This is an optimization exercise on Yosys and OpenROAD, whose aim is small area, not a production implementation.
The RTL was checked by simulation tests, not by an equivalence proof against the original design.
Power and IR drop assume default switching activity. The clock port is modelled as an ideal driver; clocking choices that lean on that would not hold on a real chip.

### design/flow/design.v
module axil_regfile_slave #(
  parameter int unsigned DATA_WIDTH = 32,
  parameter int unsigned ADDR_WIDTH = 32,
  parameter int unsigned NUM_REGS   = 32
) (
  input  logic                    ACLK,
  input  logic                    ARESETN,
  input  logic [ADDR_WIDTH-1:0]   AWADDR,
  input  logic                    AWVALID,
  output logic                    AWREADY,
  input  logic [DATA_WIDTH-1:0]   WDATA,
  input  logic [DATA_WIDTH/8-1:0] WSTRB,
  input  logic                    WVALID,
  output logic                    WREADY,
  output logic [1:0]              BRESP,
  output logic                    BVALID,
  input  logic                    BREADY,
  input  logic [ADDR_WIDTH-1:0]   ARADDR,
  input  logic                    ARVALID,
  output logic                    ARREADY,
  output logic [DATA_WIDTH-1:0]   RDATA,
  output logic [1:0]              RRESP,
  output logic                    RVALID,
  input  logic                    RREADY
);
  localparam int unsigned STRB_W = DATA_WIDTH / 8;
  localparam int unsigned LSB    = $clog2(STRB_W);
  localparam int unsigned IDX_W  = $clog2(NUM_REGS);
  localparam int unsigned HI     = LSB + IDX_W;
  localparam int unsigned RING_N = NUM_REGS / 2;
  localparam int unsigned PTR_W  = IDX_W - 1;
  logic [DATA_WIDTH-1:0] ring0_q [RING_N];
  logic [DATA_WIDTH-1:0] ring1_q [RING_N];
  logic [PTR_W-1:0]      ptr_q;
  logic                  sweep_q;
  logic                  bvalid_q, bslverr_q;
  logic                  rvalid_q, rslverr_q;
  logic [DATA_WIDTH-1:0] rdata_q;
  logic                  wr_ok, rd_ok, wr_at_head, rd_at_head, commit, ar_hs;
  logic [DATA_WIDTH-1:0] head0, head1, tail0, tail1, rd_word;
  assign head0 = sweep_q ? '0 : ring0_q[0];
  assign head1 = sweep_q ? '0 : ring1_q[0];
  assign wr_ok      = (AWADDR >> HI) == '0;
  assign rd_ok      = (ARADDR >> HI) == '0;
  assign wr_at_head = AWADDR[LSB +: PTR_W] == ptr_q;
  assign rd_at_head = ARADDR[LSB +: PTR_W] == ptr_q;
  assign commit  = ARESETN && AWVALID && WVALID && !bvalid_q && (!wr_ok || wr_at_head);
  assign AWREADY = commit;
  assign WREADY  = commit;
  assign ARREADY = ARESETN && !rvalid_q && (!rd_ok || rd_at_head);
  assign ar_hs   = ARVALID && ARREADY;
  assign BVALID = bvalid_q;
  assign BRESP  = {bslverr_q, 1'b0};
  assign RVALID = rvalid_q;
  assign RRESP  = {rslverr_q, 1'b0};
  assign RDATA  = rdata_q;
  always_comb begin
    tail0 = head0;
    tail1 = head1;
    for (int b = 0; b < STRB_W; b++) begin
      if (commit && wr_ok && WSTRB[b]) begin
        if (AWADDR[HI-1]) tail1[8*b +: 8] = WDATA[8*b +: 8];
        else              tail0[8*b +: 8] = WDATA[8*b +: 8];
      end
    end
    rd_word = ARADDR[HI-1] ? head1 : head0;
  end
  logic unused_lsbs;
  assign unused_lsbs = ^{AWADDR[LSB-1:0], ARADDR[LSB-1:0]};
  always_ff @(posedge ACLK) begin
    for (int i = 0; i < RING_N - 1; i++) begin
      ring0_q[i] <= ring0_q[i+1];
      ring1_q[i] <= ring1_q[i+1];
    end
    ring0_q[RING_N-1] <= tail0;
    ring1_q[RING_N-1] <= tail1;
  end
  always_ff @(posedge ACLK or negedge ARESETN) begin
    if (!ARESETN) begin
      ptr_q   <= '0;
      sweep_q <= 1'b1;
    end else begin
      ptr_q <= ptr_q + 1'b1;
      if (&ptr_q) sweep_q <= 1'b0;
    end
  end
  always_ff @(posedge ACLK or negedge ARESETN) begin
    if (!ARESETN) begin
      bvalid_q <= 1'b0;
      rvalid_q <= 1'b0;
    end else begin
      if (commit) bvalid_q <= 1'b1;
      else if (BREADY) bvalid_q <= 1'b0;
      if (ar_hs) rvalid_q <= 1'b1;
      else if (RREADY) rvalid_q <= 1'b0;
    end
  end
  always_ff @(posedge ACLK) begin
    if (commit) bslverr_q <= !wr_ok;
    if (ar_hs) begin
      rslverr_q <= !rd_ok;
      rdata_q   <= rd_ok ? rd_word : '0;
    end
  end
endmodule
### design/flow/flow/run.sh
#!/bin/bash
# Standard ORFS layout, with smaller port buffers and a clock tree without dummy loads.
set -euo pipefail
export BUFFER_PORTS_ARGS="-buffer_cell sky130_fd_sc_hd__buf_1"
export CTS_ARGS="-sink_clustering_enable -repair_clock_nets -sink_clustering_size 30 -sink_clustering_max_diameter 80 -buf_list sky130_fd_sc_hd__clkbuf_16 -dont_use_dummy_load"
bash standard.sh finish > standard.log 2>&1
### design/flow/config.mk
export PLATFORM = sky130hd
export DESIGN_NAME = axil_regfile_slave
export DESIGN_NICKNAME = axil_regfile_slave
export VERILOG_FILES = /design/flow/design.v
export SDC_FILE = /design/flow/constraint.sdc
export NUM_CORES = 4
export LEC_CHECK = 0
export CAP_MARGIN = 20
export CORE_MARGIN = 2
export CORE_UTILIZATION = 60
export CTS_BUF_LIST = sky130_fd_sc_hd__clkbuf_8
export CTS_CLUSTER_DIAMETER = 80
export CTS_CLUSTER_SIZE = 40
export SLEW_MARGIN = 20
### design/flow/constraint.sdc
create_clock -name core_clock -period 10.0 [get_ports {ACLK}]
set_input_delay 2.0000 -clock core_clock [delete_from_list [all_inputs] [get_ports {ACLK}]]
set_output_delay 2.0000 -clock core_clock [all_outputs]
set_load 0.01 [all_outputs]
### design/flow/standard.sh
#!/bin/bash
# synth_recipe.tcl (not shown) runs the flow's synth.tcl, then flattens the netlist and writes it again
# the make line also repeats each setting of config.mk as NAME=value (left out here)
make -C /OpenROAD-flow-scripts/flow DESIGN_CONFIG=/design/flow/config.mk WORK_HOME=/design/flow/orfs CLKGATE_MAP_FILE= SYNTH_SCRIPT=/design/flow/synth_recipe.tcl "${@:-finish}"
==> results of run 1 <==
==> power groups by stage <==
stage	sequential (mW)	clock [mW]	combinational [mW]
finish	4.27	1.87	0.0486
global route	4.27	2.09	0.0532
CTS	4.27	1.94	0.0495
detailed placement	4.37	0	0.0494
global placement	4.37	0	0.0484
floorplan	4.37	0	0.0157
==> cell families after synthesis <==
family / count (synthesis)
AOI/OAI and AO/OA: 3
xor gates and xnor gates: 10
adders and majority gates: 1
buffers and inverters: 27
DFF: 1065
muxes: 96
other: 1
and+or+nand+nor: 144
==> sequential cells by signal (all words and copies together) (netlist names) <==
register and cells:
ptr_q 4, ring0_q 512, bslverr_q 1, ring1_q 512, bvalid_q 1, rvalid_q 1, sweep_q 1, rdata_q 32
rslverr_q 1
==> layout by cell type (no fill, tap or decap), types with 2 or more instances in the layout <==
cell type	count
mux2_2	64
buf_1	140
inv_1	4
nor4_1	11
nor3_1	3
nand3_1	3
clkbuf_16	41
xor2_1	9
mux2i_1	32
dfrtp_1	6
edfxtp_1	34
nor3b_1	5
nand4_2	8
conb_1	2
buf_4	3
nor2_1	34
nor2b_1	64
dfxtp_1	1024
and3_1	5
==> final cells by class <==
type                    instances  area (sq um)  area share, %
clock buffers                  41          1030           3.94
diodes                          1          2.50        0.00962
multi-input cells             256          2060           7.93
inverters                       4          15.0         0.0577
well taps                     525           657           2.53
flip-flops and latches       1065         21700           83.4
repair buffers                144           553           2.13
==> per-layer routing <==
| metal | part of all wire [%] | wire length [um] | track usage (%) |
|---|---|---|---|
| met4 | 2.5 | 760 | 5.55 |
| met1 | 52 | 15700 | 22.4 |
| met5 | 0.079 | 24 | 0 |
| met3 | 4.0 | 1210 | 3.32 |
| met2 | 42 | 12800 | 22.3 |
==> stage by stage <==
step / setup WS [ns] / area, sq um / hold WS [ns]
2_1_floorplan: 4.72 / 23900 / 0.310
3_3_place_gp: 4.42 / 25000 / 0.310
3_5_place_dp: 4.41 / 25000 / 0.312
4_1_cts: 4.41 / 26000 / 0.295
5_1_grt: 4.32 / 26000 / 0.306
6_report: 4.41 / 26000 / 0.297
==> cell usage after synthesis (2+ instances only) <==
| cell type | number | area share (%) |
|---|---|---|
| dfxtp_1 | 1024 | 86 |
| mux2_2 | 64 | 3.0 |
| nor2b_1 | 64 | 1.7 |
| nor2_1 | 35 | 0.55 |
| edfxtp_1 | 34 | 4.3 |
| mux2i_1 | 32 | 1.3 |
| clkbuf_1 | 14 | 0.22 |
| nor4_1 | 11 | 0.29 |
| xor2_1 | 9 | 0.33 |
| nand4_2 | 8 | 0.42 |
| dfrtp_1 | 6 | 0.63 |
| and3_1 | 5 | 0.13 |
| buf_4 | 5 | 0.16 |
| nor3b_1 | 5 | 0.16 |
| inv_1 | 4 | 0.063 |
| nand3_1 | 3 | 0.063 |
| nor3_1 | 3 | 0.063 |
| buf_2 | 2 | 0.042 |
==> worst max-delay path, cell delays in order <==
cell      delay, ns
buf_1          0.09
xor2_1         0.18
nor4_4         0.73
nand3b_1       0.21
and2_1         0.21
buf_1          0.18
==> worst paths after layout <==
kind | from | endpoint | slack, ns | cells past startpoint
max reg2reg | ptr_q[2]$_DFF_PN0_ | ring1_q[15][27]$_DFF_P_ | 7.49 | 4
max | AWADDR[5] | WREADY | 4.41 | 6
min | ring0_q[2][3]$_DFF_P_ | ring0_q[1][3]$_DFF_P_ | 0.30 | 0
max in group asynchronous | ARESETN | ptr_q[2]$_DFF_PN0_ | 8.23 | 1
min reg2reg | ring0_q[2][3]$_DFF_P_ | ring0_q[1][3]$_DFF_P_ | 0.30 | 0
min in group asynchronous | ARESETN | rvalid_q$_DFFE_PN0P_ | 1.37 | 1
==> flow_summary_export.csv, run 1 <==
group,metric,value,unit
placement,io_buffers,141,
global_route,track_usage,15.2,%
timing,report.final.slew_viol_count,0,
pwr,p_int,5.03,mW
cts,cts-resized-gates,0,
logic_synthesis,ys_ff_latch,1065,
logic_synthesis,synthSimpleGateAreaFrac,3.71,%
pwr,p_comb_share,0.8,%
pwr,clockPowerShare,30.2,%
timing,rsz0062_at_grt,"false",
floorplan,core_area,0.0395,sq mm
placement,place_inst,1994,
setup_path,required,8.00,ns
pwr,powerDensity,238,mW/mm^2
routing,ant_nets,0,
pwr,pwr-share-seq,69.0,%
routing,first_pass_iters,4,
logic_synthesis,synth_fa_ha_area_share,0.0524,%
setup_path,criticalPathCategory,"input pin to output pin",
routing,via_count,9016,
placement,dp_hpwl,17.6,mm
setup_path,critical_path_peak_fanout,9,
cells_and_area,drive_above_1_share,8.08,%
pwr,power,6.19,mW
logic_synthesis,yosysWarnings,3,
logic_synthesis,synth_compound_area_share,0.0891,%
logic_synthesis,seq_area_frac_synth,90.9,%
global_route,grt_pass1_wl,48.1,mm
cts,cts_root_buffer,"clkbuf_16",
logic_synthesis,synth_cell_types,37,
logic_synthesis,synth_xor_xnor_area_share,0.367,%
global_route,antenna_found_initial,3,
floorplan,fp.dieW,203,um
logic_synthesis,synthCells,1347,
cts,clk-insertion-delay-late,0.58,ns
routing,post_drt_wl_per_cell,15.0,um
routing,vias_per_cell,4.43,
floorplan,start_util,60.5,%
pwr,ir_drop,0.000186,V
cts,clkTransAtPathRegs,0.10,ns
logic_synthesis,synth_edf_count,34,
global_route,grt-ovfl-total,0,
timing,setup_viol,0,
pwr,p_leak,10.4,nW
timing,skew,0.0505,ns
logic_synthesis,postSynthAreaPerCell,17.7,sq um
routing,drtIter0Drc,399,
cells_and_area,fin_cells,2036,
cts,clockBufferDepth,3,
run,cap_violations,0,
setup_path,cp-start-kind,"input pin",
logic_synthesis,synthArstFlopShare,0.657,%
global_route,first_global_vias,8933,
cells_and_area,nFillCells,2860,
floorplan,rows,73,
timing,tightest_slew,0.974,ns
timing,fin_setup_tns,0,ns
timing,finalCriticalPeriod,5.59,ns
pwr,p_sw,1.16,mW
cts,clock-sinks,1065,
cts,post_cts_buffers,0,
setup_path,end_kind,"output pin",
cells_and_area,synthToLayoutAreaGrowth,8.97,%
floorplan,boundaryPins,148,
cts,htree_levels,2,
worst_hold_path,min_path_type,"register to register",
timing,maxSlewHeadroom,35.1,%
cts,cts_tree,"done",
pwr,p_sw_share,18.7,%
timing,fmax,179,MHz
cts,cts-hold-fix-buffers,0,
timing,finalHoldViolCount,0,
cells_and_area,fin_util,65.9,%
routing,wl,30.5,mm
placement,routabilityCongestion,0.786,
floorplan,die_y,203,um
setup_path,crit_arrival,3.59,ns
global_route,grt_max_degree,66,
outcome,status,"no timing/DRC/antenna violations",
logic_synthesis,synth_ff_type,"dfxtp_1",
logic_synthesis,synth.mux.area_fraction,4.36,%
logic_synthesis,syn-cell-area,0.0239,sq mm
cells_and_area,final_nets,1620,
floorplan,die-area,0.0414,sq mm
cts,cts_made_buffers,41,
routing,route.detailed.drc,0,
logic_synthesis,synth_top_family_by_area,"multiplexers",
timing,fin_crit_sh,55.9,%
==> run 2: changes to the inputs <==
==> design/flow/flow/run.sh (replaced) <==
#!/bin/bash
# Standard ORFS layout, with smaller port buffers and a clock tree without dummy loads.
set -euo pipefail
export BUFFER_PORTS_ARGS="-buffer_cell sky130_fd_sc_hd__buf_1"
export CTS_ARGS="-sink_clustering_enable -repair_clock_nets -sink_clustering_size 20 -sink_clustering_max_diameter 60 -buf_list sky130_fd_sc_hd__clkbuf_8 -dont_use_dummy_load"
bash standard.sh finish > standard.log 2>&1
==> run 2 against run 1 <==
Still clean. Die area stayed put. Clock power decreased by 12%. Core utilization fell by 0.50 points. Area after synthesis did not move. Final cell count up 0.98%. Fmax barely moved. Register-to-register slack gained 0.03 ns. Non-clock buffer count unchanged. Critical path type unchanged.
==> flow_summary_export.csv, run 2 <==
group,metric,value,unit
routing,ant_nets,0,
cells_and_area,fin_util,65.4,%
placement,io_buffers,141,
timing,report.final.slew_viol_count,0,
setup_path,end_kind,"output pin",
timing,finalHoldViolCount,0,
routing,vias_per_cell,4.43,
floorplan,fp.dieW,203,um
logic_synthesis,post-synth-top-count-cell,"dfxtp_1",
setup_path,crit_chain,"buf_1 -> xor2_1 -> nor4_4 -> nand3b_1 -> and2_1 -> buf_1",
logic_synthesis,seq_area_frac_synth,90.9,%
timing,fin_setup_tns,0,ns
cells_and_area,nFillCells,2903,
logic_synthesis,syn-cell-area,0.0239,sq mm
logic_synthesis,yosysTopAreaCell,"dfxtp_1",
timing,holdWs,0.261,ns
pwr,powerDensity,231,mW/mm^2
cts,clockBufferDepth,3,
placement,place_area,0.0250,sq mm
timing,skew,0.0807,ns
logic_synthesis,postSynthAreaPerCell,17.7,sq um
setup_path,criticalPathCategory,"input pin to output pin",
setup_path,crit_buf_inv,2,
logic_synthesis,ys_top_cells_by_count,"1024 x dfxtp_1, 64 x mux2_2, 64 x nor2b_1, 35 x nor2_1, 34 x edfxtp_1",
cells_and_area,synthToLayoutAreaGrowth,8.15,%
setup_path,crit_arrival,3.59,ns
setup_path,cp-start-kind,"input pin",
cells_and_area,fin_cells,2056,
cells_and_area,reg_top3,"ring0_q (512), ring1_q (512), rdata_q (32)",
cells_and_area,final_cell_mix,"1024 x dfxtp_1, 140 x buf_1, 64 x nor2b_1, 64 x mux2_2, 60 x clkbuf_8",
cells_and_area,drive_above_1_share,9.22,%
setup_path,cp_slowest_cell,"nor4_4",
cts,clk-insertion-delay-late,0.67,ns
global_route,grt_pass1_wl,48.1,mm
cts,cts-resized-gates,0,
cts,cts_made_buffers,60,
cts,post_cts_buffers,0,
timing,finalCriticalPeriod,5.59,ns
cells_and_area,final_nets,1639,
logic_synthesis,synth_top_area_share,85.9,%
global_route,grt-ovfl-total,0,
cts,clkTransAtPathRegs,0.10,ns
placement,place_inst,1994,
global_route,track_usage,15.2,%
logic_synthesis,ys_ff_latch,1065,
routing,first_pass_iters,4,
placement,dp_hpwl,17.6,mm
cts,cts_root_buffer,"clkbuf_8",
routing,via_count,9118,
timing,fmax,179,MHz
routing,post_drt_wl_per_cell,14.9,um
cts,clock-sinks,1065,
floorplan,rows,73,
outcome,status,"no timing/DRC/antenna violations",
logic_synthesis,synthCells,1347,
placement,routabilityCongestion,0.786,
floorplan,core_area,0.0395,sq mm
timing,fin_crit_sh,55.9,%
floorplan,die-area,0.0414,sq mm
setup_path,critical_path_peak_fanout,9,
timing,tightest_slew,0.995,ns
routing,drtIter0Drc,374,
setup_path,required,8.00,ns
timing,setup_viol,0,
routing,route.detailed.drc,0,
cts,cts_tree,"done",
pwr,p_leak,10.3,nW
logic_synthesis,synth_area_leaders,"dfxtp_1 86%, edfxtp_1 4.3%, mux2_2 3.0%",
routing,wl,30.7,mm
global_route,first_global_vias,9014,
timing,rsz0062_at_grt,"false",
setup_path,cpMostUsedCell,"buf_1",
global_route,grt_max_degree,66,
floorplan,die_y,203,um
pwr,ir_drop,0.000168,V
logic_synthesis,synth_ff_type,"dfxtp_1",
floorplan,boundaryPins,148,
cells_and_area,fin_area,0.0258,sq mm
logic_synthesis,synth_cell_types,37,
cells_and_area,final_common_cell,"dfxtp_1",
global_route,antenna_found_initial,4,
setup_path,crit_family,"simple AND/OR/NAND/NOR gates",
timing,maxSlewHeadroom,33.7,%
logic_synthesis,synth_edf_count,34,
setup_path,slowest_delay,0.72,ns
run,cap_violations,0,
logic_synthesis,synthArstFlopShare,0.657,%
logic_synthesis,yosysWarnings,3,
floorplan,start_util,60.5,%
cts,htree_levels,2,
cts,cts-hold-fix-buffers,0,
worst_hold_path,min_path_type,"register to register",
[run 2: cell counts after synthesis]
Identical to the previous run, type by type.
[run 2: power by group]
group | leakage, nW | switching, mW | internal (mW)
sequential | 8.63 | 0.00296 | 4.27
clock | 0.431 | 1.11 | 0.540
combinational | 1.24 | 0.0299 | 0.0187
[run 2: final timing paths]
kind	to	slack, ns	from	cells past startpoint
min reg2reg	ring0_q[13][4]$_DFF_P_	0.26	ring0_q[14][4]$_DFF_P_	0
max in group asynchronous	ptr_q[3]$_DFF_PN0_	8.29	ARESETN	1
min in group asynchronous	rvalid_q$_DFFE_PN0P_	1.28	ARESETN	1
max reg2reg	ring1_q[15][27]$_DFF_P_	7.52	ptr_q[2]$_DFF_PN0_	4
min	ring0_q[13][4]$_DFF_P_	0.26	ring0_q[14][4]$_DFF_P_	0
max	WREADY	4.41	AWADDR[5]	6
[run 2: metal layers]
metal,vias to the layer above,share of wire [%],track usage [%]
li1,4603,-,-
met1,4306,51,22.0
met2,139,42,22.2
met3,66,4.9,3.77
met4,4,2.6,5.89
met5,-,0.075,0
[run 2: worst register-to-register path: stages (launching register included)]
cell and delay, ns:
dfrtp_1 0.45, xor2_1 0.20, nor4_4 0.71, nand4_2 0.58, mux2_2 0.47
[run 2: area by class of cell]
cell class,instances,area [sq um],area share [%]
antenna,2,5.00,0.0194
clock buffer,60,826,3.20
inverter,4,15.0,0.0582
multi-input combinational,256,2060,7.99
sequential,1065,21700,84.0
tap,525,657,2.54
timing repair buffer,144,553,2.14
[run 2: stage by stage]
step | total power, mW | setup slack [ns]
6_report | 5.97 | 4.41
2_1_floorplan | 4.39 | 4.72
4_1_cts | 6.05 | 4.41
3_3_place_gp | 4.42 | 4.42
3_5_place_dp | 4.42 | 4.41
5_1_grt | 6.20 | 4.32
[run 2: kinds of logic after synthesis]
kind of cell	share of synthesized area, %
flip-flops	90.9
AND/OR/NAND/NOR	3.71
multiplexers	4.36
buffers and inverters	0.519
XOR/XNOR	0.367
AO/OA/AOI/OAI	0.0891
adder cells (fa/ha/maj)	0.0524
other	0.0157
==> run 3: changes to the inputs <==
==> design/flow/run.sh (new file) <==
#!/bin/bash
# synth_recipe.tcl (not shown) runs the flow's synth.tcl, then flattens the netlist and writes it again
# the make line also repeats each setting of config.mk as NAME=value (left out here)
make -C /OpenROAD-flow-scripts/flow DESIGN_CONFIG=/design/flow/config.mk WORK_HOME=/design/flow/orfs CLKGATE_MAP_FILE= SYNTH_SCRIPT=/design/flow/synth_recipe.tcl finish
--- a/design/flow/config.mk
+++ b/design/flow/config.mk
@@ -7,8 +7,5 @@
 export LEC_CHECK = 0
 export CAP_MARGIN = 20
 export CORE_MARGIN = 2
-export CORE_UTILIZATION = 60
-export CTS_BUF_LIST = sky130_fd_sc_hd__clkbuf_8
-export CTS_CLUSTER_DIAMETER = 80
-export CTS_CLUSTER_SIZE = 40
+export CORE_UTILIZATION = 40
 export SLEW_MARGIN = 20
removed: design/flow/flow/run.sh
removed: design/flow/standard.sh
==> run 3 against run 2 <==
Still clean. Core utilization decreased by 16 points. Critical path depth did not move. Synthesized cell count did not move. Sequential power barely moved. Die area is 49% higher.
==> flow_summary_export.csv, run 3 <==
group,metric,value,unit
global_route,grt_max_degree,66,
cells_and_area,fin_cells,2418,
logic_synthesis,ys_ff_latch,1065,
routing,via_count,9532,
logic_synthesis,seq_area_frac_synth,90.9,%
setup_path,r2r_start,"ptr_q[2]$_DFF_PN0_",
logic_synthesis,synth_top_family_by_area,"multiplexers",
cts,cts_root_buffer,"clkbuf_16",
timing,fin_crit_sh,64.0,%
pwr,ir_drop,0.000181,V
setup_path,crit_chain,"clkdlybuf4s50_1 -> xor2_1 -> nor4_4 -> nand3b_1 -> and2_1 -> clkdlybuf4s50_1",
pwr,clockPowerShare,44.5,%
cts,cts-resized-gates,0,
cts,cts_tree,"done",
floorplan,rows,89,
setup_path,crit_family,"simple AND/OR/NAND/NOR gates",
timing,tightest_slew,1.02,ns
floorplan,start_util,40.4,%
logic_synthesis,post-synth-top-count-cell,"dfxtp_1",
cts,clock-sinks,1065,
cells_and_area,final_common_cell,"dfxtp_1",
cts,post_cts_buffers,0,
setup_path,cp_slowest_cell,"nor4_4",
pwr,p_leak,11.8,nW
timing,rsz0062_at_grt,"false",
logic_synthesis,synth_ff_type,"dfxtp_1",
cells_and_area,final_cell_mix,"1024 x dfxtp_1, 140 x clkdlybuf4s50_1, 99 x clkbuf_16",
timing,report.final.slew_viol_count,0,
timing,setup_viol,0,
global_route,first_global_vias,9801,
logic_synthesis,yosysTopAreaCell,"dfxtp_1",
routing,ant_nets,0,
setup_path,critical_path_peak_fanout,9,
placement,place_area,0.0262,sq mm
pwr,powerDensity,268,mW/mm^2
routing,route.detailed.drc,0,
pwr,p_sw,1.52,mW
global_route,grt-ovfl-total,0,
pwr,p_sw_share,19.3,%
routing,first_pass_iters,4,
cts,htree_levels,3,
logic_synthesis,synthSimpleGateAreaFrac,3.71,%
setup_path,crit_buf_inv,2,
routing,post_drt_wl_per_cell,13.9,um
cells_and_area,final_nets,1674,
logic_synthesis,synthArstFlopShare,0.657,%
floorplan,fp.dieW,248,um
floorplan,die_y,248,um
cells_and_area,reg_top3,"ring0_q (512), ring1_q (512), rdata_q (32)",
logic_synthesis,synth_fa_ha_area_share,0.0524,%
logic_synthesis,synth_cell_types,37,
cts,cts_made_buffers,95,
timing,finalCriticalPeriod,6.40,ns
global_route,track_usage,11.2,%
placement,dp_hpwl,18.9,mm
cts,clkTransAtPathRegs,0.06,ns
setup_path,cpMostUsedCell,"clkdlybuf4s50_1",
cells_and_area,synthToLayoutAreaGrowth,22.7,%
timing,fin_setup_tns,0,ns
timing,skew,0.0114,ns
placement,routabilityCongestion,0.704,
setup_path,criticalPathCategory,"input pin to output pin",
routing,vias_per_cell,3.94,
routing,drtIter0Drc,297,
logic_synthesis,synth_top_area_share,85.9,%
logic_synthesis,synth_xor_xnor_area_share,0.367,%
logic_synthesis,yosysWarnings,3,
logic_synthesis,ys_top_cells_by_count,"1024 x dfxtp_1, 64 x mux2_2, 64 x nor2b_1, 35 x nor2_1, 34 x edfxtp_1",
routing,wl,33.7,mm
pwr,power,7.86,mW
floorplan,die-area,0.0617,sq mm
setup_path,end_kind,"output pin",
setup_path,crit_arrival,4.40,ns
cts,clockBufferDepth,3,
logic_synthesis,synth_edf_count,34,
timing,fmax,156,MHz
logic_synthesis,synth.mux.area_fraction,4.36,%
run,cap_violations,0,
placement,io_buffers,141,
logic_synthesis,postSynthAreaPerCell,17.7,sq um
pwr,p_int,6.34,mW
pwr,pwr-share-seq,54.4,%
floorplan,core_area,0.0590,sq mm
worst_hold_path,min_path_type,"register to register",
placement,place_inst,2242,
logic_synthesis,syn-cell-area,0.0239,sq mm
timing,finalHoldViolCount,0,
logic_synthesis,synth_area_leaders,"dfxtp_1 86%, edfxtp_1 4.3%, mux2_2 3.0%",
logic_synthesis,synthCells,1347,
floorplan,boundaryPins,148,
global_route,antenna_found_initial,2,
cells_and_area,drive_above_1_share,13.9,%
worst_hold_path,min-delay-start,"ring1_q[9][9]$_DFF_P_",
cts,clk-insertion-delay-late,0.62,ns
outcome,status,"no timing/DRC/antenna violations",
cts,cts-hold-fix-buffers,0,
pwr,p_comb_share,1.1,%
setup_path,required,8.00,ns
setup_path,cp-start-kind,"input pin",
setup_path,crit_start,"AWADDR[5]",
global_route,grt_pass1_wl,52.8,mm
logic_synthesis,synth_compound_area_share,0.0891,%
timing,maxSlewHeadroom,32.0,%
setup_path,slowest_delay,0.73,ns
cells_and_area,fin_area,0.0293,sq mm
run 3: cell counts after synthesis:
Identical to the previous run, type by type.
run 3: final cells by class:
class / instances / area, sq um
fill: 4858 / 29700
sequential: 1065 / 21700
clock buffer: 146 / 2860
multi-input combinational: 256 / 2060
timing repair buffer: 144 / 1430
tap: 773 / 967
clock inverter: 28 / 245
inverter: 4 / 15.0
antenna: 2 / 5.00
run 3: cells by family after synthesis:
kind of cell | count (synthesis)
compound gates | 3
simple gates | 144
other cells | 1
mux | 96
xor+xnor | 10
flops | 1065
fa+ha+maj | 1
buf+inv | 27
run 3: layer usage:
| layer | routed length [um] | up-vias | GRT usage (%) |
|---|---|---|---|
| li1 | - | 4761 | - |
| met1 | 16300 | 4522 | 14.9 |
| met2 | 14700 | 184 | 17.0 |
| met3 | 1890 | 65 | 3.14 |
| met4 | 854 | 0 | 5.32 |
| met5 | 0 | - | 0 |
run 3: final timing paths:
kind	endpoint	slack (ns)	depth (start not counted)
min in group asynchronous	ptr_q[3]$_DFF_PN0_	1.69	1
max in group asynchronous	sweep_q$_DFFE_PN1P_	7.98	1
hold reg to reg	ring1_q[8][9]$_DFF_P_	0.32	0
setup / recovery	WREADY	3.60	6
setup reg to reg	ring0_q[15][30]$_DFF_P_	7.44	4
hold / removal	ring1_q[8][9]$_DFF_P_	0.32	0
run 3: per-stage QoR:
stage          setup slack, ns  hold WS (ns)  util [%]
6_report                  3.60         0.319      49.6
4_1_cts                   3.56         0.316      49.6
2_1_floorplan             4.72         0.310         -
3_3_place_gp              3.60         0.310      44.3
3_5_place_dp              3.56         0.312      44.3
5_1_grt                   3.48         0.320      49.6
run 3: power by group through the flow:
stage / logic (mW) / clock network [mW] / registers, mW
final: 0.0850 / 3.50 / 4.27
after floorplan: 0.0157 / 0 / 4.37
after detailed placement: 0.0864 / 0 / 4.37
after global routing: 0.0906 / 3.78 / 4.27
after global placement: 0.0850 / 0 / 4.37
after CTS: 0.0867 / 3.61 / 4.27
==> run 4: changes to the inputs <==
--- a/design/flow/design.v
+++ b/design/flow/design.v
@@ -37,9 +37,9 @@
   logic                  rvalid_q, rslverr_q;
   logic [DATA_WIDTH-1:0] rdata_q;
   logic                  wr_ok, rd_ok, wr_at_head, rd_at_head, commit, ar_hs;
-  logic [DATA_WIDTH-1:0] head0, head1, tail0, tail1, rd_word;
-  assign head0 = sweep_q ? '0 : ring0_q[0];
-  assign head1 = sweep_q ? '0 : ring1_q[0];
+  logic [DATA_WIDTH-1:0] tail0, tail1;
+  logic [STRB_W-1:0]     wen0, wen1, keep0, keep1;
+  logic                  rd0, rd1;
   assign wr_ok      = (AWADDR >> HI) == '0;
   assign rd_ok      = (ARADDR >> HI) == '0;
   assign wr_at_head = AWADDR[LSB +: PTR_W] == ptr_q;
@@ -55,15 +55,14 @@
   assign RRESP  = {rslverr_q, 1'b0};
   assign RDATA  = rdata_q;
   always_comb begin
-    tail0 = head0;
-    tail1 = head1;
     for (int b = 0; b < STRB_W; b++) begin
-      if (commit && wr_ok && WSTRB[b]) begin
-        if (AWADDR[HI-1]) tail1[8*b +: 8] = WDATA[8*b +: 8];
-        else              tail0[8*b +: 8] = WDATA[8*b +: 8];
-      end
+      wen0[b]  = commit && wr_ok && WSTRB[b] && !AWADDR[HI-1];
+      wen1[b]  = commit && wr_ok && WSTRB[b] && AWADDR[HI-1];
+      keep0[b] = !wen0[b] && !sweep_q;
+      keep1[b] = !wen1[b] && !sweep_q;
+      tail0[8*b +: 8] = (WDATA[8*b +: 8] & {8{wen0[b]}}) | (ring0_q[0][8*b +: 8] & {8{keep0[b]}});
+      tail1[8*b +: 8] = (WDATA[8*b +: 8] & {8{wen1[b]}}) | (ring1_q[0][8*b +: 8] & {8{keep1[b]}});
     end
-    rd_word = ARADDR[HI-1] ? head1 : head0;
   end
   logic unused_lsbs;
   assign unused_lsbs = ^{AWADDR[LSB-1:0], ARADDR[LSB-1:0]};
@@ -95,11 +94,12 @@
       else if (RREADY) rvalid_q <= 1'b0;
     end
   end
+  assign rd0 = ar_hs && rd_ok && !sweep_q && !ARADDR[HI-1];
+  assign rd1 = ar_hs && rd_ok && !sweep_q && ARADDR[HI-1];
   always_ff @(posedge ACLK) begin
     if (commit) bslverr_q <= !wr_ok;
-    if (ar_hs) begin
-      rslverr_q <= !rd_ok;
-      rdata_q   <= rd_ok ? rd_word : '0;
-    end
+    if (ar_hs) rslverr_q <= !rd_ok;
+    rdata_q <= (ring0_q[0] & {DATA_WIDTH{rd0}}) | (ring1_q[0] & {DATA_WIDTH{rd1}})
+             | (rdata_q & {DATA_WIDTH{!ar_hs}});
   end
 endmodule
==> design/flow/flow/run.sh (new file) <==
#!/bin/bash
# Standard ORFS layout, with smaller port buffers and a clock tree without dummy loads.
set -euo pipefail
export BUFFER_PORTS_ARGS="-buffer_cell sky130_fd_sc_hd__buf_1"
export CTS_ARGS="-sink_clustering_enable -repair_clock_nets -sink_clustering_size 20 -sink_clustering_max_diameter 60 -buf_list sky130_fd_sc_hd__clkbuf_8 -dont_use_dummy_load"
bash standard.sh finish > standard.log 2>&1
==> design/flow/standard.sh (new file) <==
#!/bin/bash
# synth_recipe.tcl (not shown) runs the flow's synth.tcl, then flattens the netlist and writes it again
# the make line also repeats each setting of config.mk as NAME=value (left out here)
make -C /OpenROAD-flow-scripts/flow DESIGN_CONFIG=/design/flow/config.mk WORK_HOME=/design/flow/orfs CLKGATE_MAP_FILE= SYNTH_SCRIPT=/design/flow/synth_recipe.tcl "${@:-finish}"
--- a/design/flow/config.mk
+++ b/design/flow/config.mk
@@ -5,7 +5,8 @@
 export SDC_FILE = /design/flow/constraint.sdc
 export NUM_CORES = 4
 export LEC_CHECK = 0
+export ABC_AREA = 1
 export CAP_MARGIN = 20
 export CORE_MARGIN = 2
-export CORE_UTILIZATION = 40
+export CORE_UTILIZATION = 60
 export SLEW_MARGIN = 20
removed: design/flow/run.sh
==> run 4 against run 3 <==
Hold slack worse by 0.037 ns. Non-clock buffer count increased by 4. Via count increased by 7.4%. Sequential share of layout area increased by 9.3 points. Total power fell by 24%. Still clean on timing, DRC and antenna. Synthesized cell count rose by 15%. Fmax grew 18%. Largest cell class unchanged. Final area decreased by 12%. Register-to-register slack got worse by 0.08 ns. Area after synthesis is essentially flat. Core utilization grew 15 points. Sequential power about the same.
==> flow_summary_export.csv, run 4 <==
group,metric,value,unit
routing,drtIter0Drc,323,
timing,report.final.slew_viol_count,0,
logic_synthesis,synth_area_leaders,"dfxtp_1 89%, nand3_1 4.7%, nand2_1 1.9%",
logic_synthesis,syn-cell-area,0.0239,sq mm
setup_path,crit_family,"buffers and inverters",
setup_path,reg2regPathDepth,8,
timing,finalCriticalPeriod,5.42,ns
global_route,first_global_vias,9898,
routing,route.detailed.drc,0,
timing,fin_crit_sh,54.2,%
routing,via_count,10200,
logic_synthesis,synthArstFlopShare,0.657,%
cts,cts-hold-fix-buffers,0,
logic_synthesis,synth_ff_type,"dfxtp_1",
logic_synthesis,postSynthAreaPerCell,15.5,sq um
logic_synthesis,seq_area_frac_synth,89.5,%
global_route,grt_max_degree,43,
cts,clkTransAtPathRegs,0.11,ns
floorplan,start_util,60.5,%
cells_and_area,drive_above_1_share,5.43,%
setup_path,cp.depth,7,
logic_synthesis,ys_top_cells_by_count,"1056 x dfxtp_1, 226 x nand3_1, 123 x nand2_1, 29 x nor2_1, 23 x inv_1",
logic_synthesis,synth_edf_count,2,
cells_and_area,final_common_cell,"dfxtp_1",
setup_path,crit_arrival,3.42,ns
global_route,grt-ovfl-total,0,
timing,setup_viol,0,
cells_and_area,reg_top3,"ring0_q (512), ring1_q (512), rdata_q (32)",
timing,skew,0.0703,ns
setup_path,slowest_delay,0.35,ns
cts,clock-sinks,1065,
setup_path,cp-start-kind,"input pin",
logic_synthesis,synth_top_area_share,88.5,%
pwr,ir_drop,0.000158,V
pwr,powerDensity,232,mW/mm^2
timing,maxSlewHeadroom,29.9,%
outcome,status,"no timing/DRC/antenna violations",
cts,cts-resized-gates,0,
cts,post_cts_buffers,0,
setup_path,crit_chain,"buf_1 -> xnor2_4 -> nand3_2 -> nor2_2 -> o21ai_0 -> inv_1 -> buf_1",
timing,fin_setup_tns,0,ns
setup_path,cpMostUsedCell,"buf_1",
placement,dp_hpwl,20.8,mm
cells_and_area,synthToLayoutAreaGrowth,7.38,%
setup_path,critical_path_peak_fanout,3,
cts,cts_tree,"done",
timing,rsz0062_at_grt,"false",
global_route,track_usage,16.7,%
cells_and_area,final_nets,1824,
logic_synthesis,post-synth-top-count-cell,"dfxtp_1",
logic_synthesis,yosysTopAreaCell,"dfxtp_1",
floorplan,fp.dieW,203,um
global_route,antenna_found_initial,3,
floorplan,boundaryPins,148,
floorplan,rows,73,
cts,clk-insertion-delay-late,0.68,ns
setup_path,required,8.00,ns
routing,ant_nets,0,
routing,wl,33.7,mm
cts,htree_levels,2,
placement,routabilityCongestion,0.714,
logic_synthesis,yosysWarnings,3,
pwr,power,5.94,mW
routing,post_drt_wl_per_cell,15.1,um
logic_synthesis,ys_ff_latch,1065,
setup_path,r2r_start,"ptr_q[2]$_DFF_PN0_",
cts,clockBufferDepth,3,
setup_path,criticalPathCategory,"input pin to output pin",
setup_path,crit_buf_inv,3,
floorplan,die_y,203,um
placement,io_buffers,141,
routing,vias_per_cell,4.57,
global_route,use_met2,25.4,%
setup_path,cp_slowest_cell,"nor2_2",
timing,finalHoldViolCount,0,
cells_and_area,final_cell_mix,"1056 x dfxtp_1, 226 x nand3_1, 139 x buf_1",
run,cap_violations,0,
routing,first_pass_iters,4,
worst_hold_path,min_path_type,"register to register",
global_route,met1_usage,23.1,%
global_route,grt_pass1_wl,52.2,mm
setup_path,r2r_slack,7.36,ns
floorplan,core_area,0.0395,sq mm
logic_synthesis,synth_cell_types,34,
pwr,p_leak,10.4,nW
setup_path,crit_start,"AWADDR[4]",
global_route,grtUsageMet3,4.41,%
setup_path,end_kind,"output pin",
setup_path,reg2reg_to,"rdata_q[13]$_DFF_P_",
cts,cts_made_buffers,59,
cells_and_area,nFillCells,2920,
cts,cts_root_buffer,"clkbuf_8",
floorplan,die-area,0.0414,sq mm
logic_synthesis,synthCells,1545,
global_route,busiest_layer,"met2",
setup_path,crit_end,"AWREADY",
timing,tightest_slew,1.05,ns
timing,fmax,185,MHz
## run 4: cell count changes after synthesis, sizes merged, moves of 20 or more
cell    previous run  this run
mux2i             32         0
mux2              64         0
nand2              1       131
nor2b             64         0
nand3              3       229
inv                4        24
buf                8        29
dfxtp           1024      1056
edfxtp            34         2
## run 4: cell families after synthesis
| logic type | after synthesis | share of synthesized area (%) |
|---|---|---|
| xor gates and xnor gates | 7 | 0.367 |
| DFF | 1065 | 89.5 |
| adders and majority gates | 1 | 0.0524 |
| other | 1 | 0.0157 |
| AOI/OAI and AO/OA | 4 | 0.0839 |
| buffers and inverters | 64 | 1.64 |
| and+or+nand+nor | 403 | 8.30 |
## run 4: where the power goes
part	internal, mW	total, mW	switching, mW
Combinational	0.0156	0.0534	0.0378
Clock	0.531	1.64	1.11
Sequential	4.24	4.24	0.000576
## run 4: worst min path at each step
stage                            from                     end  slack [ns]  cells past startpoint
2_1_floorplan   ring0_q[1][0]$_DFF_P_   ring0_q[0][0]$_DFF_P_        0.31                      0
3_3_place_gp   ring1_q[7][26]$_DFF_P_  ring1_q[6][26]$_DFF_P_        0.31                      0
3_5_place_dp   ring1_q[1][16]$_DFF_P_  ring1_q[0][16]$_DFF_P_        0.31                      0
4_1_cts         ring0_q[2][7]$_DFF_P_   ring0_q[1][7]$_DFF_P_        0.28                      0
5_1_grt         ring0_q[2][7]$_DFF_P_   ring0_q[1][7]$_DFF_P_        0.31                      0
6_report        ring0_q[2][7]$_DFF_P_   ring0_q[1][7]$_DFF_P_        0.28                      0
## run 4: final cells by class
cell class / count / area [sq um] / area share (%)
Tap cell: 525 / 657 / 2.56
Inverter: 25 / 93.8 / 0.366
Antenna cell: 1 / 2.50 / 0.00976
Sequential cell: 1065 / 21400 / 83.4
Clock buffer: 59 / 812 / 3.17
Multi-Input combinational cell: 417 / 2110 / 8.23
Timing Repair Buffer: 148 / 584 / 2.28
## run 4: stage by stage
stage	util (%)	instance area, sq um	setup WS (ns)	cells	hold WS [ns]
floorplan	-	23900	4.99	1546	0.310
global placement	62.9	24800	4.55	2180	0.310
detailed placement	62.9	24800	4.54	2180	0.312
CTS	65.0	25600	4.54	2239	0.285
global route	65.0	25600	4.51	2240	0.307
finish	65.0	25600	4.58	2240	0.282
## run 4: per-layer routing
| metal | vias to the layer above | share of wire (%) | wire length, um |
|---|---|---|---|
| met1 | 4803 | 49 | 16700 |
| met5 | - | 0.039 | 13 |
| met3 | 67 | 5.2 | 1750 |
| met4 | 2 | 2.5 | 843 |
| met2 | 194 | 43 | 14400 |
| li1 | 5170 | - | - |
## run 4: worst reg2reg max path: stages (launching register included)
cell and delay [ns]:
dfrtp_1 0.55, xnor2_1 0.16, nand2_1 0.18, nor2_1 0.13
nand4_1 0.15, nor2_4 0.55, buf_4 0.55, nand3_1 0.17
nand3_1 0.13
==> run 5: changes to the inputs <==
--- a/design/flow/config.mk
+++ b/design/flow/config.mk
@@ -5,8 +5,10 @@
 export SDC_FILE = /design/flow/constraint.sdc
 export NUM_CORES = 4
 export LEC_CHECK = 0
-export ABC_AREA = 1
 export CAP_MARGIN = 20
 export CORE_MARGIN = 2
 export CORE_UTILIZATION = 60
+export CTS_BUF_LIST = sky130_fd_sc_hd__clkbuf_8
+export CTS_CLUSTER_DIAMETER = 80
+export CTS_CLUSTER_SIZE = 40
 export SLEW_MARGIN = 20
==> run 5 against run 4 <==
Final cell count decreased by 8.5%. Core utilization increased by 1.1 points. Sequential cell count unchanged. Area after synthesis decreased by 0.55%. Die area decreased by 0.53%. Synthesized cell count decreased by 12%. Sequential power about the same. Fmax decreased by 4.8%. Critical endpoint is now WREADY.
==> flow_summary_export.csv, run 5 <==
group,metric,value,unit
setup_path,cp-start-kind,"input pin",
global_route,grt_max_degree,48,
setup_path,crit_start,"AWADDR[5]",
cts,cts-hold-fix-buffers,0,
placement,place_area,0.0248,sq mm
setup_path,criticalPathCategory,"input pin to output pin",
logic_synthesis,ys_ff_latch,1065,
global_route,grt-ovfl-total,0,
logic_synthesis,postSynthAreaPerCell,17.6,sq um
cts,clockBufferDepth,3,
cells_and_area,final_nets,1641,
pwr,p_leak,10.3,nW
setup_path,end_kind,"output pin",
logic_synthesis,synth_edf_count,2,
routing,post_drt_wl_per_cell,14.8,um
timing,fin_setup_tns,0,ns
timing,rsz0062_at_grt,"false",
routing,vias_per_cell,4.47,
logic_synthesis,synthCells,1352,
routing,first_pass_iters,4,
timing,report.final.slew_viol_count,0,
placement,io_buffers,141,
floorplan,core_area,0.0388,sq mm
routing,drtIter0Drc,279,
floorplan,die_y,203,um
cells_and_area,synthToLayoutAreaGrowth,8.03,%
cells_and_area,fin_cells,2050,
cells_and_area,fin_area,0.0257,sq mm
timing,setup_viol,0,
timing,finalCriticalPeriod,5.69,ns
run,cap_violations,0,
cells_and_area,drive_above_1_share,9.08,%
logic_synthesis,seq_area_frac_synth,90.0,%
placement,dp_hpwl,18.0,mm
routing,ant_nets,0,
cells_and_area,final_cell_mix,"1056 x dfxtp_1, 140 x buf_1, 64 x nor2b_1, 64 x mux2_2, 59 x clkbuf_8",
timing,tightest_slew,0.793,ns
pwr,powerDensity,231,mW/mm^2
global_route,grt_pass1_wl,48.0,mm
outcome,status,"no timing/DRC/antenna violations",
global_route,first_global_vias,9024,
floorplan,die-area,0.0412,sq mm
placement,routabilityCongestion,0.689,
timing,finalHoldViolCount,0,
logic_synthesis,synthArstFlopShare,0.657,%
cells_and_area,final_common_cell,"dfxtp_1",
cts,cts_tree,"done",
cts,clkTransAtPathRegs,0.11,ns
routing,wl,30.3,mm
worst_hold_path,min_path_type,"register to register",
logic_synthesis,yosysTopAreaCell,"dfxtp_1",
floorplan,rows,72,
placement,place_inst,1990,
timing,fmax,176,MHz
global_route,track_usage,15.2,%
routing,route.detailed.drc,0,
cts,clock-sinks,1065,
setup_path,r2r_start,"ptr_q[0]$_DFF_PN0_",
timing,skew,0.0666,ns
routing,via_count,9172,
cts,htree_levels,2,
logic_synthesis,syn-cell-area,0.0237,sq mm
setup_path,required,8.00,ns
logic_synthesis,synth_cell_types,37,
logic_synthesis,synth_ff_type,"dfxtp_1",
floorplan,fp.dieW,203,um
global_route,antenna_found_initial,1,
cts,post_cts_buffers,0,
cts,cts_made_buffers,59,
logic_synthesis,yosysWarnings,3,
cts,cts_root_buffer,"clkbuf_8",
pwr,ir_drop,0.000190,V
floorplan,start_util,61.2,%
worst_hold_path,min-delay-start,"ring0_q[15][31]$_DFF_P_",
setup_path,critical_path_peak_fanout,9,
cts,clk-insertion-delay-late,0.67,ns
logic_synthesis,synth_area_leaders,"dfxtp_1 89%, mux2_2 3.0%, nor2b_1 1.7%",
logic_synthesis,post-synth-top-count-cell,"dfxtp_1",
logic_synthesis,ys_top_cells_by_count,"1056 x dfxtp_1, 64 x mux2_2, 64 x nor2b_1, 32 x mux2i_1, 32 x o2bb2ai_1",
timing,fin_crit_sh,56.9,%
timing,maxSlewHeadroom,46.7,%
cells_and_area,nFillCells,2759,
floorplan,boundaryPins,148,
cells_and_area,reg_top3,"ring0_q (512), ring1_q (512), rdata_q (32)",
cells_and_area,fin_util,66.1,%
logic_synthesis,synth_top_area_share,89.0,%
setup_path,crit_arrival,3.69,ns
cts,cts-resized-gates,0,
-- run 5: routing by layer --
| layer | global-route usage [%] | part of all wire [%] | wire length, um | vias to the layer above |
|---|---|---|---|---|
| met5 | 0 | 0 | 0 | - |
| met4 | 5.45 | 2.6 | 787 | 0 |
| met3 | 3.60 | 4.0 | 1210 | 58 |
| met2 | 22.1 | 41 | 12500 | 134 |
| met1 | 22.4 | 52 | 15800 | 4334 |
| li1 | - | - | - | 4646 |
-- run 5: cell type report --
class                      instances  area (sq um)  share of cell area [%]
timing repair buffer             145           561                    2.19
tap                              518           648                    2.53
inverter                           5          18.8                  0.0732
clock buffer                      59           812                    3.17
antenna                            1          2.50                 0.00976
sequential                      1065         21400                    83.3
multi-input combinational        257          2230                    8.70
-- run 5: critical path, stage by stage --
cell,delay (ns)
buf_1,0.08
xor2_1,0.16
nor4_4,0.74
nand3b_1,0.27
and2_1,0.26
buf_1,0.17
-- run 5: final timing paths --
kind / end / slack (ns) / cells after the start
max in group asynchronous: bvalid_q$_DFFE_PN0P_ / 8.25 / 1
hold / removal: ring0_q[14][31]$_DFF_P_ / 0.30 / 0
hold reg to reg: ring0_q[14][31]$_DFF_P_ / 0.30 / 0
setup / recovery: WREADY / 4.31 / 6
setup reg to reg: ring1_q[15][13]$_DFF_P_ / 7.44 / 4
min in group asynchronous: ptr_q[0]$_DFF_PN0_ / 1.29 / 1
-- run 5: per-stage QoR --
step | hold slack, ns | total power [mW] | setup WS (ns)
after floorplan | 0.310 | 4.36 | 4.73
after global placement | 0.310 | 4.38 | 4.30
after detailed placement | 0.312 | 4.38 | 4.28
after CTS | 0.295 | 6.00 | 4.27
after global routing | 0.298 | 6.16 | 4.21
final | 0.299 | 5.92 | 4.31
-- run 5: kinds of logic (layout without fill, tap and decap cells) --
logic type / after synthesis / after routing / synth area share [%]
xor gates and xnor gates: 10 / 10 / 0.369
adders and majority gates: 1 / 1 / 0.0527
AOI/OAI and AO/OA: 37 / 37 / 1.34
muxes: 96 / 96 / 4.38
buffers and inverters: 31 / 209 / 0.585
and+or+nand+nor: 111 / 111 / 3.22
other: 1 / 3 / 0.0158
DFF: 1065 / 1065 / 90.0
-- run 5: report_power, final --
group / switching (mW) / leakage [nW] / internal [mW]
Sequential: 0.000836 / 8.61 / 4.24
Clock: 1.11 / 0.424 / 0.532
Combinational: 0.0239 / 1.28 / 0.0169
==> run 6: changes to the inputs <==
==> design/flow/flow/run.sh (replaced) <==
#!/bin/bash
# Standard ORFS layout, with the smallest port buffers and a clock tree without dummy loads.
set -euo pipefail
export BUFFER_PORTS_ARGS="-buffer_cell sky130_fd_sc_hd__buf_1"
export CTS_ARGS="-sink_clustering_enable -repair_clock_nets -sink_clustering_size 36 -sink_clustering_max_diameter 80 -buf_list sky130_fd_sc_hd__clkbuf_16 -dont_use_dummy_load"
bash standard.sh finish > standard.log 2>&1
--- a/design/flow/config.mk
+++ b/design/flow/config.mk
@@ -8,7 +8,4 @@
 export CAP_MARGIN = 20
 export CORE_MARGIN = 2
 export CORE_UTILIZATION = 60
-export CTS_BUF_LIST = sky130_fd_sc_hd__clkbuf_8
-export CTS_CLUSTER_DIAMETER = 80
-export CTS_CLUSTER_SIZE = 40
 export SLEW_MARGIN = 20
==> run 6 against run 5 <==
Still clean. Area after synthesis unchanged. Sequential share of layout area down 0.30 points. Die area stayed put. First-iteration DRC count up 33%. Final area rose by 0.37%. Critical path type unchanged.
==> flow_summary_export.csv, run 6 <==
group,metric,value,unit
logic_synthesis,synth.mux.area_fraction,4.38,%
floorplan,die-area,0.0412,sq mm
logic_synthesis,yosysTopAreaCell,"dfxtp_1",
logic_synthesis,synth_ff_type,"dfxtp_1",
worst_hold_path,min-delay-start,"ring0_q[5][2]$_DFF_P_",
setup_path,crit_arrival,3.67,ns
run,cap_violations,0,
logic_synthesis,synth_edf_count,2,
logic_synthesis,synth_top_area_share,89.0,%
placement,routabilityCongestion,0.689,
cts,clkTransAtPathRegs,0.12,ns
cells_and_area,reg_top3,"ring0_q (512), ring1_q (512), rdata_q (32)",
cts,cts_made_buffers,36,
setup_path,cp-start-kind,"input pin",
cts,clockBufferDepth,3,
cells_and_area,synthToLayoutAreaGrowth,8.43,%
timing,maxSlewHeadroom,46.6,%
pwr,ir_drop,0.000195,V
logic_synthesis,synthArstFlopShare,0.657,%
logic_synthesis,synth_area_leaders,"dfxtp_1 89%, mux2_2 3.0%, nor2b_1 1.7%",
pwr,pwr-share-seq,70.2,%
cells_and_area,final_common_cell,"dfxtp_1",
routing,vias_per_cell,4.47,
placement,place_inst,1990,
cts,cts-resized-gates,0,
routing,route.detailed.drc,0,
cts,htree_levels,2,
floorplan,boundaryPins,148,
global_route,track_usage,14.9,%
cts,post_cts_buffers,0,
cells_and_area,drive_above_1_share,7.69,%
floorplan,core_area,0.0388,sq mm
logic_synthesis,synth_top_family_by_area,"multiplexers",
pwr,p_sw_share,18.6,%
pwr,powerDensity,235,mW/mm^2
timing,fin_crit_sh,56.7,%
logic_synthesis,synth_xor_xnor_area_share,0.369,%
logic_synthesis,syn-cell-area,0.0237,sq mm
logic_synthesis,post-synth-top-count-cell,"dfxtp_1",
cells_and_area,final_cell_mix,"1056 x dfxtp_1, 140 x buf_1, 64 x nor2b_1, 64 x mux2_2, 36 x clkbuf_16",
pwr,p_leak,10.3,nW
timing,finalCriticalPeriod,5.67,ns
timing,setup_viol,0,
cells_and_area,nFillCells,2733,
logic_synthesis,ys_top_cells_by_count,"1056 x dfxtp_1, 64 x mux2_2, 64 x nor2b_1, 32 x mux2i_1, 32 x o2bb2ai_1",
routing,via_count,9065,
cts,cts-hold-fix-buffers,0,
setup_path,critical_path_peak_fanout,9,
cts,clk-insertion-delay-late,0.57,ns
pwr,clockPowerShare,29.1,%
cts,cts_tree,"done",
timing,report.final.slew_viol_count,0,
routing,drtIter0Drc,371,
pwr,p_comb_share,0.7,%
cells_and_area,final_nets,1618,
routing,post_drt_wl_per_cell,14.9,um
logic_synthesis,yosysWarnings,3,
timing,tightest_slew,0.795,ns
logic_synthesis,synth_compound_area_share,1.34,%
floorplan,fp.dieW,203,um
logic_synthesis,synth_cell_types,37,
placement,dp_hpwl,18.0,mm
cells_and_area,fin_cells,2029,
global_route,first_global_vias,8824,
floorplan,rows,72,
logic_synthesis,synthSimpleGateAreaFrac,3.22,%
setup_path,required,8.00,ns
placement,io_buffers,141,
logic_synthesis,ys_ff_latch,1065,
floorplan,die_y,203,um
timing,fmax,176,MHz
setup_path,end_kind,"output pin",
routing,ant_nets,0,
pwr,p_sw,1.13,mW
logic_synthesis,synthCells,1352,
outcome,status,"no timing/DRC/antenna violations",
logic_synthesis,postSynthAreaPerCell,17.6,sq um
logic_synthesis,synth_fa_ha_area_share,0.0527,%
setup_path,criticalPathCategory,"input pin to output pin",
global_route,grt-ovfl-total,0,
cts,cts_root_buffer,"clkbuf_16",
global_route,grt_max_degree,48,
setup_path,crit_start,"AWADDR[5]",
global_route,grt_pass1_wl,47.2,mm
cts,clock-sinks,1065,
timing,rsz0062_at_grt,"false",
routing,first_pass_iters,4,
setup_path,r2r_start,"ptr_q[3]$_DFF_PN0_",
global_route,antenna_found_initial,0,
floorplan,start_util,61.2,%
routing,wl,30.1,mm
timing,fin_setup_tns,0,ns
worst_hold_path,min_path_type,"register to register",
pwr,p_int,4.92,mW
setup_path,r2r_slack,7.40,ns
logic_synthesis,seq_area_frac_synth,90.0,%
timing,finalHoldViolCount,0,
timing,skew,0.0451,ns
run 6: changes by cell type in the layout (fill, tap and decap cells not counted):
cell	delta
clkbuf_16	+36
clkbuf_8	-59
diode_2	+2
run 6: stage by stage:
stage	utilization, %	power [mW]	setup WS (ns)	area [sq um]	hold WS (ns)
final	66.3	6.04	4.33	25700	0.292
after global routing	66.3	6.26	4.21	25700	0.295
after CTS	66.3	6.11	4.27	25700	0.295
after detailed placement	64.0	4.38	4.28	24800	0.312
after global placement	64.0	4.38	4.30	24800	0.310
after floorplan	-	4.36	4.73	23700	0.310
run 6: worst paths after layout:
path                                      endpoint  cells after the start
min in group asynchronous       ptr_q[3]$_DFF_PN0_                      1
hold reg to reg              ring0_q[4][2]$_DFF_P_                      0
setup reg to reg           ring0_q[15][13]$_DFF_P_                      4
setup / recovery                            WREADY                      6
hold / removal               ring0_q[4][2]$_DFF_P_                      0
max in group asynchronous       ptr_q[0]$_DFF_PN0_                      1
run 6: metal layers:
| metal | vias to the layer above | wire length (um) | share of wire (%) | global-route usage, % |
|---|---|---|---|---|
| li1 | 4610 | - | - | - |
| met1 | 4297 | 15900 | 53 | 22.3 |
| met2 | 115 | 12500 | 41 | 22.2 |
| met3 | 43 | 1120 | 3.7 | 2.62 |
| met4 | 0 | 690 | 2.3 | 4.77 |
| met5 | - | 0 | 0 | 0 |
run 6: final cells by class:
type	instances	area, sq um	share of cell area (%)
inverter	5	18.8	0.0729
clock buffer	36	901	3.50
antenna	3	7.51	0.0292
timing repair buffer	145	561	2.18
sequential	1065	21400	83.0
multi-input combinational	257	2230	8.67
tap	518	648	2.52
run 6: kinds of logic after synthesis:
| logic type | Yosys count |
|---|---|
| AOI/OAI and AO/OA | 37 |
| xor gates and xnor gates | 10 |
| adders and majority gates | 1 |
| buffers and inverters | 31 |
| DFF | 1065 |
| muxes | 96 |
| other | 1 |
| and+or+nand+nor | 111 |
run 6: worst max-delay path, stage by stage:
cell      delay (ns)
buf_1           0.08
xor2_1          0.16
nor4_4          0.74
nand3b_1        0.26
and2_1          0.25
buf_1           0.17
run 6: power by group through the flow:
stage	sequential (mW)	combinational [mW]	clock [mW]
CTS	4.24	0.0414	1.83
finish	4.24	0.0406	1.76
floorplan	4.34	0.0166	0
detailed placement	4.34	0.0411	0
global route	4.25	0.0446	1.97
global placement	4.34	0.0402	0
==> run 7: changes to the inputs <==
==> design/flow/flow/run.sh (replaced) <==
#!/bin/bash
# Standard ORFS layout, with the smallest port buffers and a clock tree without dummy loads.
set -euo pipefail
export BUFFER_PORTS_ARGS="-buffer_cell sky130_fd_sc_hd__buf_1"
export CTS_ARGS="-sink_clustering_enable -repair_clock_nets -sink_clustering_size 10 -sink_clustering_max_diameter 40 -buf_list sky130_fd_sc_hd__clkbuf_4 -dont_use_dummy_load"
bash standard.sh finish > standard.log 2>&1
==> run 7 against run 6 <==
Clock-buffer cell count is 84 higher. Sequential power about the same. Hold slack worse by 0.011 ns. Sequential share of layout area barely moved. Still clean. Register-to-register slack is essentially flat. Final area is essentially flat. Non-clock buffer count unchanged. Critical path type unchanged. Setup slack got worse by 0.030 ns.
==> flow_summary_export.csv, run 7 <==
group,metric,value,unit
cts,clock-sinks,1065,
logic_synthesis,ys_top_cells_by_count,"1056 x dfxtp_1, 64 x mux2_2, 64 x nor2b_1, 32 x mux2i_1, 32 x o2bb2ai_1",
setup_path,critical_path_peak_fanout,9,
routing,via_count,9552,
timing,maxSlewHeadroom,45.4,%
cells_and_area,final_nets,1702,
routing,post_drt_wl_per_cell,14.6,um
routing,first_pass_iters,4,
logic_synthesis,synth_ff_type,"dfxtp_1",
routing,drtIter0Drc,254,
cells_and_area,synthToLayoutAreaGrowth,8.45,%
timing,report.final.slew_viol_count,0,
logic_synthesis,yosysTopAreaCell,"dfxtp_1",
placement,dp_hpwl,18.0,mm
placement,place_area,0.0248,sq mm
cts,htree_levels,3,
timing,fin_setup_tns,0,ns
timing,rsz0062_at_grt,"false",
timing,finalCriticalPeriod,5.70,ns
worst_hold_path,min_path_type,"register to register",
cts,clkTransAtPathRegs,0.10,ns
setup_path,crit_arrival,3.70,ns
routing,ant_nets,0,
global_route,first_global_vias,9624,
cts,cts-hold-fix-buffers,0,
global_route,grt_max_degree,48,
floorplan,die-area,0.0412,sq mm
cells_and_area,final_common_cell,"dfxtp_1",
cells_and_area,drive_above_1_share,12.6,%
timing,setup_viol,0,
logic_synthesis,synthCells,1352,
timing,finalHoldViolCount,0,
routing,route.detailed.drc,0,
floorplan,boundaryPins,148,
logic_synthesis,postSynthAreaPerCell,17.6,sq um
setup_path,criticalPathCategory,"input pin to output pin",
cts,clk-insertion-delay-late,0.84,ns
global_route,grt_pass1_wl,49.4,mm
timing,holdWs,0.281,ns
timing,fin_crit_sh,57.0,%
logic_synthesis,synth_edf_count,2,
pwr,p_leak,10.4,nW
global_route,track_usage,15.7,%
global_route,antenna_found_initial,1,
timing,skew,0.0901,ns
cells_and_area,fin_area,0.0257,sq mm
setup_path,reg2regPathDepth,4,
cts,clockBufferDepth,3,
outcome,status,"no timing/DRC/antenna violations",
pwr,powerDensity,232,mW/mm^2
logic_synthesis,post-synth-top-count-cell,"dfxtp_1",
floorplan,core_area,0.0388,sq mm
timing,setup_ws,4.30,ns
logic_synthesis,synth_top_area_share,89.0,%
routing,wl,30.9,mm
cts,post_cts_buffers,0,
floorplan,fp.dieW,203,um
worst_hold_path,holdPathStages,0,
cts,cts_tree,"done",
placement,io_buffers,141,
floorplan,start_util,61.2,%
timing,fmax,175,MHz
setup_path,required,8.00,ns
floorplan,rows,72,
logic_synthesis,ys_ff_latch,1065,
cells_and_area,reg_top3,"ring0_q (512), ring1_q (512), rdata_q (32)",
logic_synthesis,yosysWarnings,3,
timing,tightest_slew,0.813,ns
cells_and_area,final_cell_mix,"1056 x dfxtp_1, 140 x buf_1, 120 x clkbuf_4",
run,cap_violations,0,
cts,cts_root_buffer,"clkbuf_4",
logic_synthesis,synth_cell_types,37,
floorplan,die_y,203,um
pwr,ir_drop,0.000131,V
placement,dp_slack,4.28,ns
routing,vias_per_cell,4.52,
logic_synthesis,seq_area_frac_synth,90.0,%
logic_synthesis,synth_area_leaders,"dfxtp_1 89%, mux2_2 3.0%, nor2b_1 1.7%",
logic_synthesis,synthArstFlopShare,0.657,%
cts,cts_made_buffers,120,
logic_synthesis,syn-cell-area,0.0237,sq mm
cts,cts-resized-gates,0,
placement,routabilityCongestion,0.689,
global_route,grt-ovfl-total,0,
cells_and_area,fin_util,66.3,%
setup_path,end_kind,"output pin",
setup_path,cp-start-kind,"input pin",
[run 7: cell counts after synthesis]
Identical to the previous run, type by type.
[run 7: cell families (layout without fill, tap and decap cells)]
family / Yosys count / count (layout) / synth area share, %
adders and majority gates: 1 / 1 / 0.0527
xor gates and xnor gates: 10 / 10 / 0.369
other: 1 / 7 / 0.0158
buffers and inverters: 31 / 270 / 0.585
DFF: 1065 / 1065 / 90.0
and+or+nand+nor: 111 / 111 / 3.22
AOI/OAI and AO/OA: 37 / 37 / 1.34
muxes: 96 / 96 / 4.38
[run 7: path summary, 6_finish.rpt]
path,slack (ns),from,to
worst max register to register,7.41,ptr_q[0]$_DFF_PN0_,ring1_q[15][2]$_DFF_P_
max in group asynchronous,8.39,ARESETN,bvalid_q$_DFFE_PN0P_
worst min register to register,0.28,ring0_q[8][27]$_DFF_P_,ring0_q[7][27]$_DFF_P_
min in group asynchronous,1.12,ARESETN,ptr_q[0]$_DFF_PN0_
worst max-delay path,4.30,AWADDR[5],WREADY
worst min-delay path,0.28,ring0_q[8][27]$_DFF_P_,ring0_q[7][27]$_DFF_P_
[run 7: stage by stage]
step / power, mW / instances
2_1_floorplan: 4.36 / 1353
3_3_place_gp: 4.38 / 1990
3_5_place_dp: 4.38 / 1990
4_1_cts: 6.06 / 2110
5_1_grt: 6.26 / 2111
6_report: 5.98 / 2115
[run 7: critical path, stage by stage]
cell and delay [ns]:
buf_1 0.08, xor2_1 0.16, nor4_4 0.76, nand3b_1 0.26, and2_1 0.26, buf_1 0.17
[run 7: area by class of cell]
| type | instances | area (sq um) |
|---|---|---|
| Sequential cell | 1065 | 21400 |
| Fill cell | 2773 | 13100 |
| Clock buffer | 120 | 901 |
| Tap cell | 518 | 648 |
| Multi-Input combinational cell | 257 | 2230 |
| Inverter | 5 | 18.8 |
| Timing Repair Buffer | 145 | 561 |
| Antenna cell | 5 | 12.5 |
[run 7: per-layer routing]
metal,GRT usage (%),wire [um],part of all wire (%)
met5,0,0,0
met4,6.00,583,1.9
met3,4.88,1560,5.0
met2,22.7,12900,42
met1,22.2,15800,51
[run 7: power by group]
part	internal (mW)	switching, mW	leakage, nW
Combinational	0.0169	0.0238	1.28
Sequential	4.24	0.000826	8.61
Clock	0.550	1.15	0.552

## port drivers added, routing unchanged
Ports are ideal in the flow. The routed layouts listed here were re-timed in OpenROAD.
Step 1 (the two cells are an assumption about what drives the block):
set clk [get_ports {ACLK}]
set_driving_cell -lib_cell sky130_fd_sc_hd__clkbuf_16 $clk
set_driving_cell -lib_cell sky130_fd_sc_hd__buf_2 [delete_from_list [all_inputs] $clk]
Step 2 times the ports against the registers' clock, not the clock port: input delays grow and output delays shrink by t, the midpoint of the rising clock arrivals with the driver on.
a / b / c = ideal ports / drivers / drivers and shift; a / b = the first two.
run	t (ns)	slack for setup (ns)	worst setup path after step 2
run 1	0.613	4.405 / 4.386 / 4.386	input to output
run 2	0.680	4.408 / 4.389 / 4.389	input to output
run 3	0.669	3.601 / 3.578 / 3.578	input to output
run 4	0.703	4.580 / 4.553 / 4.553	input to output
run 5	0.691	4.308 / 4.289 / 4.289	input to output
run 6	0.607	4.329 / 4.309 / 4.309	input to output
run 7	0.845	4.299 / 4.279 / 4.279	input to output
After both steps setup and hold are still met in every run listed. For run 4, which loses most, drivers alone change the setup slack by -0.027 ns; drivers and shift together by -0.027 ns.
